This is an optimization exercise on Yosys and OpenROAD, whose aim is small area, a short achievable clock period and few clock cycles per item, not a production implementation.
Function was checked by simulation only, so behaviour that the tests miss may differ from the original.
Power is estimated from default activity; no workload was simulated.

==> trial 96 <==
// poly1305_reduce
module poly1305_reduce
(
  input  logic           clk,
  input  logic           rst,
  input  logic           start,
  input  logic [P_W-1:0] P,
  output logic [H_W-1:0] H,
  output logic           ready,
  output logic           busy
);
  logic [130:0] u;
  logic [130:0] v;
  logic [129:0] sum1;
  logic [1:0]   qt;
  logic [5:0]   l_next;
  logic [129:0] s0_next;
  logic [16-1:0] kb_next;
  logic         kl_next;
  logic         cpre_next;
  logic [16-1:0] gp_next;
  logic [16-1:0] gg_next;
  logic [16-1:0] gp;
  logic [16-1:0] gg;
  logic [129:0] s0;
  logic [16-1:0] kb;
  logic         kl;
  logic         cpre;
  logic [4:0]   l5;
  logic [4:0]   l10;
  logic         e1;
  logic         e2;
  logic         k;
  logic         g_root;
  logic         p_root;
  logic         zc;
  logic         cin5;
  logic         c;
  poly1305_fold5 u_fold (
    .lo (P[129:0]),
    .hi (P[258:130]),
    .u  (u),
    .v  (v)
  );
  logic b0_g0;
  assign b0_g0 = u[0] & v[0];
  logic b0_g1;
  assign b0_g1 = u[1] & v[1];
  logic b0_g2;
  assign b0_g2 = u[2] & v[2];
  logic b0_g3;
  assign b0_g3 = u[3] & v[3];
  logic b0_g4;
  assign b0_g4 = u[4] & v[4];
  logic b0_g5;
  assign b0_g5 = u[5] & v[5];
  logic b0_g6;
  assign b0_g6 = u[6] & v[6];
  logic b0_g7;
  assign b0_g7 = u[7] & v[7];
  logic b0_p0;
  assign b0_p0 = u[0] ^ v[0];
  logic b0_p1;
  assign b0_p1 = u[1] ^ v[1];
  logic b0_p2;
  assign b0_p2 = u[2] ^ v[2];
  logic b0_p3;
  assign b0_p3 = u[3] ^ v[3];
  logic b0_p4;
  assign b0_p4 = u[4] ^ v[4];
  logic b0_p5;
  assign b0_p5 = u[5] ^ v[5];
  logic b0_p6;
  assign b0_p6 = u[6] ^ v[6];
  logic b0_p7;
  assign b0_p7 = u[7] ^ v[7];
  logic b0_g0_1;
  assign b0_g0_1 = b0_g1 | (b0_p1 & b0_g0);
  logic b0_p0_1;
  assign b0_p0_1 = b0_p1 & b0_p0;
  logic b0_g0_3;
  assign b0_g0_3 = b0_g3 | (b0_p3 & b0_g2);
  logic b0_p0_3;
  assign b0_p0_3 = b0_p3 & b0_p2;
  logic b0_g0_5;
  assign b0_g0_5 = b0_g5 | (b0_p5 & b0_g4);
  logic b0_p0_5;
  assign b0_p0_5 = b0_p5 & b0_p4;
  logic b0_g0_7;
  assign b0_g0_7 = b0_g7 | (b0_p7 & b0_g6);
  logic b0_p0_7;
  ...
==> flow/config.mk <==
export PLATFORM = sky130hd
export DESIGN_NAME = poly1305_reduce
export DESIGN_NICKNAME = poly1305_reduce
export VERILOG_FILES = /design/flow/design.v
export SDC_FILE = /design/flow/constraint.sdc
export NUM_CORES = 4
export LEC_CHECK = 0
export ABC_AREA = 1
export CAP_MARGIN = 20
export CORE_MARGIN = 2
export CORE_UTILIZATION = 40
export SETUP_SLACK_MARGIN = 1.5
export SLEW_MARGIN = 20
==> flow/constraint.sdc <==
create_clock -name core_clock -period 6.0 [get_ports {clk}]
set_input_delay 1.2000 -clock core_clock [delete_from_list [all_inputs] [get_ports {clk}]]
set_output_delay 1.2000 -clock core_clock [all_outputs]
set_load 0.01 [all_outputs]
standard.sh (not shown) runs the stock make flow with config.mk's settings and CLKGATE_MAP_FILE= SYNTH_SCRIPT=/design/flow/synth_recipe.tcl, a recipe that flattens the netlist after the stock synthesis.
==> flow/flow/run.sh <==
#!/bin/bash
# Layout flow: the standard layout (standard.sh: ORFS with the standard flow's synthesis, config and
# constraints), except that the port buffers buffer_ports inserts are buf_1 cells instead of
# the cell it picks by default (clkdlybuf4s50_1, a slow delay cell). Every port still gets
# its buffer. The full output of the run is kept in standard_flow.log in this folder; ORFS
# keeps each step's own log under orfs/logs/.
set -euo pipefail
bash standard.sh "BUFFER_PORTS_ARGS=-buffer_cell sky130_fd_sc_hd__buf_1" finish > standard_flow.log 2>&1
==> trial 53 (differences from trial 96) <==
--- a/flow/config.mk
+++ b/flow/config.mk
@@ -10,4 +10,4 @@
 export CORE_MARGIN = 2
 export CORE_UTILIZATION = 40
-export SETUP_SLACK_MARGIN = 1.5
+export SETUP_SLACK_MARGIN = 1.75
 export SLEW_MARGIN = 20
==> notes <==
Trial 96 finished clean. Trial 53 went through all stages and came out clean. Clock power is about the same in trial 96 and trial 53. Of trial 53 and trial 96, trial 96 has the higher sequential share of layout area (gap 0.14 points). In die area, trial 53 and trial 96 do not differ. Against trial 53, the via count of trial 96 is lower by 0.27%. Between trial 53 and trial 96, the lower power is in trial 96 (gap 0.77%, measured against trial 96). Critical path depth is the same in trial 53 and trial 96. In area after synthesis, trial 53 and trial 96 do not differ. Synthesized cell count is the same in trial 96 and trial 53. Count of clock-buffer cells in the layout is the same in trial 53 and trial 96. In sequential power, trial 96 and trial 53 hardly differ.
Testbench counts of trial 96, summed over its fixed seeds: cycles 1,600, items 1,600.
Testbench counts of trial 53, summed over its fixed seeds: cycles 1,600, items 1,600.

========
==> indigo <==
Another version of the RTL of poly1305_reduce (not shown whole).
// poly1305_reduce
module poly1305_reduce
(
  input  logic           clk,
  input  logic           rst,
  input  logic           start,
  input  logic [P_W-1:0] P,
  output logic [H_W-1:0] H,
  output logic           ready,
  output logic           busy
);
export LEC_CHECK = 0
export CAP_MARGIN = 20
export CORE_MARGIN = 2
export CORE_UTILIZATION = 40
export SETUP_SLACK_MARGIN = 2
export SLEW_MARGIN = 20
create_clock -name core_clock -period 6.0 [get_ports {clk}]
run.sh (not shown) runs the stock make flow with config.mk's settings and CLKGATE_MAP_FILE= SYNTH_SCRIPT=/design/flow/synth_recipe.tcl, a recipe that flattens the netlist after the stock synthesis.
Stock flow here: none of the scripts above is used.
==> inputs of harbor, as changes to indigo <==
==> flow/flow/run.sh (new file) <==
#!/bin/bash
# Layout flow: the standard layout (standard.sh: ORFS with the standard flow's synthesis, config and
# constraints), except that the port buffers buffer_ports inserts are buf_1 cells instead of
# the cell it picks by default (clkdlybuf4s50_1, a slow delay cell). Every port still gets
# its buffer. The full output of the run is kept in standard_flow.log in this folder; ORFS
# keeps each step's own log under orfs/logs/.
set -euo pipefail
bash standard.sh "BUFFER_PORTS_ARGS=-buffer_cell sky130_fd_sc_hd__buf_1" finish > standard_flow.log 2>&1
==> flow/standard.sh (new file) <==
#!/bin/bash
# synth_recipe.tcl (not shown) runs the flow's synth.tcl, then flattens the netlist and writes it again
# the make line also repeats each setting of config.mk as NAME=value (left out here)
make -C /OpenROAD-flow-scripts/flow DESIGN_CONFIG=/design/flow/config.mk WORK_HOME=/design/flow/orfs CLKGATE_MAP_FILE= SYNTH_SCRIPT=/design/flow/synth_recipe.tcl "${@:-finish}"
--- a/flow/config.mk
+++ b/flow/config.mk
@@ -8,5 +8,5 @@
 export CAP_MARGIN = 20
 export CORE_MARGIN = 2
-export CORE_UTILIZATION = 40
-export SETUP_SLACK_MARGIN = 2
+export CORE_UTILIZATION = 55
+export SETUP_SLACK_MARGIN = 2.5
 export SLEW_MARGIN = 20
removed: flow/run.sh
==> inputs of ember, as changes to indigo <==
==> flow/flow/run.sh (new file) <==
#!/bin/bash
# Layout flow: the standard layout (standard.sh: ORFS with the standard flow's synthesis, config and
# constraints), except that the port buffers buffer_ports inserts are buf_1 cells instead of
# the cell it picks by default (clkdlybuf4s50_1, a slow delay cell). Every port still gets
# its buffer. The full output of the run is kept in standard_flow.log in this folder; ORFS
# keeps each step's own log under orfs/logs/.
set -euo pipefail
bash standard.sh "BUFFER_PORTS_ARGS=-buffer_cell sky130_fd_sc_hd__buf_1" finish > standard_flow.log 2>&1
==> flow/standard.sh (new file) <==
#!/bin/bash
# synth_recipe.tcl (not shown) runs the flow's synth.tcl, then flattens the netlist and writes it again
# the make line also repeats each setting of config.mk as NAME=value (left out here)
make -C /OpenROAD-flow-scripts/flow DESIGN_CONFIG=/design/flow/config.mk WORK_HOME=/design/flow/orfs CLKGATE_MAP_FILE= SYNTH_SCRIPT=/design/flow/synth_recipe.tcl "${@:-finish}"
removed: flow/run.sh
==> impl_results.md <==
- DP HPWL: 35,100 µm
- Final min period: 4.675 ns
- Slowest CP cell: or4_1
- Sw frac: 44.81%
- Pre-CTS setup slack: 1.049 ns
- First-pass GRT wire length: 72,350 µm
- Status: no timing/DRC/antenna violations
- Reg area: 0.002869 mm²
- Clock power frac: 16.2%
- Worst-Margin Slew: 0.8629 ns
- Die ar.: 0.03769 mm²
- Ant diodes: 1
- Inst Count DP: 2,350
- Row count: 69
- CP Max Fanout: 6
- Starting Density: 40.66%
- Fin area: 0.02037 mm²
Source of the figures above: ember

==> impl_results.md <==
- Status: no timing/DRC/antenna violations
- Clock power frac: 13.9%
- Inst Count DP: 2,223
- Final min period: 4.754 ns
- First-pass GRT wire length: 65,910 µm
- DP HPWL: 31,350 µm
- Reg area: 0.002885 mm²
- Slowest CP cell: or4b_4
- CP Max Fanout: 8
- Row count: 59
- Fin area: 0.02044 mm²
- Sw frac: 45.23%
- Pre-CTS setup slack: 1.289 ns
Source of the figures above: harbor

==> impl_results.md <==
- Status: no timing/DRC/antenna violations
- Fin area: 0.02200 mm²
- Clock power frac: 14.6%
- DP HPWL: 36,810 µm
- Inst Count DP: 2,353
- Post-CTS Setup Bufs: 117
- Sw frac: 44.28%
- Worst-Margin Slew: 1.039 ns
- Final min period: 4.659 ns
- Pre-CTS setup slack: 0.8899 ns
- CP Max Fanout: 6
- First-pass GRT wire length: 75,660 µm
Source of the figures above: indigo

Testbench counts of indigo, summed over its fixed seeds: cycles 1,600, items 1,600.
Testbench counts of harbor, summed over its fixed seeds: cycles 1,600, items 1,600.
Testbench counts of ember, summed over its fixed seeds: cycles 1,600, items 1,600.

========
==> build 28: inputs <==
poly1305_reduce with an RTL version that a note above also has.
Settings: LEC_CHECK=0, ABC_AREA=1, CAP_MARGIN=20, CORE_MARGIN=2, CORE_UTILIZATION=40, SETUP_SLACK_MARGIN=2, SLEW_MARGIN=20; clock period 6.0 ns.
standard.sh (not shown) runs the stock make flow with config.mk's settings and CLKGATE_MAP_FILE= SYNTH_SCRIPT=/design/flow/synth_recipe.tcl, a recipe that flattens the netlist after the stock synthesis.
==> flow/flow/run.sh <==
#!/bin/bash
# Layout flow: the standard layout (standard.sh: ORFS with the standard flow's synthesis, config and
# constraints), except that the port buffers buffer_ports inserts are buf_1 cells instead of
# the cell it picks by default (clkdlybuf4s50_1, a slow delay cell). Every port still gets
# its buffer. The full output of the run is kept in standard_flow.log in this folder; ORFS
# keeps each step's own log under orfs/logs/.
set -euo pipefail
bash standard.sh "BUFFER_PORTS_ARGS=-buffer_cell sky130_fd_sc_hd__buf_1" finish > standard_flow.log 2>&1
==> trial 51 (differences from build 28) <==
SETUP_SLACK_MARGIN = 2.25   (was 2)
==> build 70 (differences from build 28) <==
GPL_TIMING_DRIVEN = 1   (was not set)
==> summary of the runs <==
- Fmax: build 70 is smaller than trial 51 (1.6%).
- Between build 70 and trial 51, the lower critical path depth is in build 70 (gap 4).
- Area after synthesis is the same in build 28 and build 70.
- Sequential power: trial 51 is larger than build 28 (about 3%).
- Of trial 51 and build 28, trial 51 has the higher global-route usage (gap 1.1 points).
- Between trial 51 and build 28, the lower sequential share of layout area is in trial 51 (gap 1.8 points).
Testbench counts of build 28, summed over its fixed seeds: cycles 1,600, items 1,600.
Testbench counts of trial 51, summed over its fixed seeds: cycles 1,600, items 1,600.
Testbench counts of build 70, summed over its fixed seeds: cycles 1,600, items 1,600.

==> port drivers added, routing unchanged <==
The flow's constraints put no driver on any port. The routed layouts listed below were extracted and timed again, unchanged, in two steps.
Step 1 assumes that a clkbuf_16 drives the clock port and a buf_2 every other input.
Step 2 moves the port delays by t, midway between the first and last clock arrival at a register: inputs arrive t later, outputs are due t later. That takes back most of the time a late clock gives input paths.
Slacks: ideal ports / drivers / drivers and shift; pairs: ideal ports / drivers.
run	t (ns)	slack for setup (ns)	hold slack, ns	slew at the worst register clock pin (ns)	worst data-port slew with drivers (ns)
trial 96	0.476	1.780 / 1.732 / 2.135	0.555 / 0.529 / 1.005	0.08 / 0.08	0.11
trial 53	0.474	1.988 / 1.941 / 2.136	0.555 / 0.530 / 1.004	0.08 / 0.08	0.11
indigo	0.472	1.341 / 1.290 / 1.708	0.897 / 0.869 / 1.341	0.07 / 0.07	0.09
harbor	0.486	1.246 / 1.196 / 1.682	0.553 / 0.525 / 1.011	0.07 / 0.07	0.09
ember	0.458	1.325 / 1.278 / 1.736	0.582 / 0.556 / 1.014	0.07 / 0.07	0.08
build 28	0.476	2.120 / 2.073 / 2.133	0.551 / 0.527 / 1.003	0.08 / 0.08	0.11
trial 51	0.480	2.182 / 2.132 / 2.130	0.551 / 0.524 / 1.004	0.08 / 0.08	0.11
build 70	0.476	2.120 / 2.073 / 2.133	0.551 / 0.527 / 1.003	0.08 / 0.08	0.11
After both steps every run listed still meets setup and hold. For trial 51, which loses most, drivers alone change the setup slack by -0.050 ns; drivers and shift together by -0.052 ns.
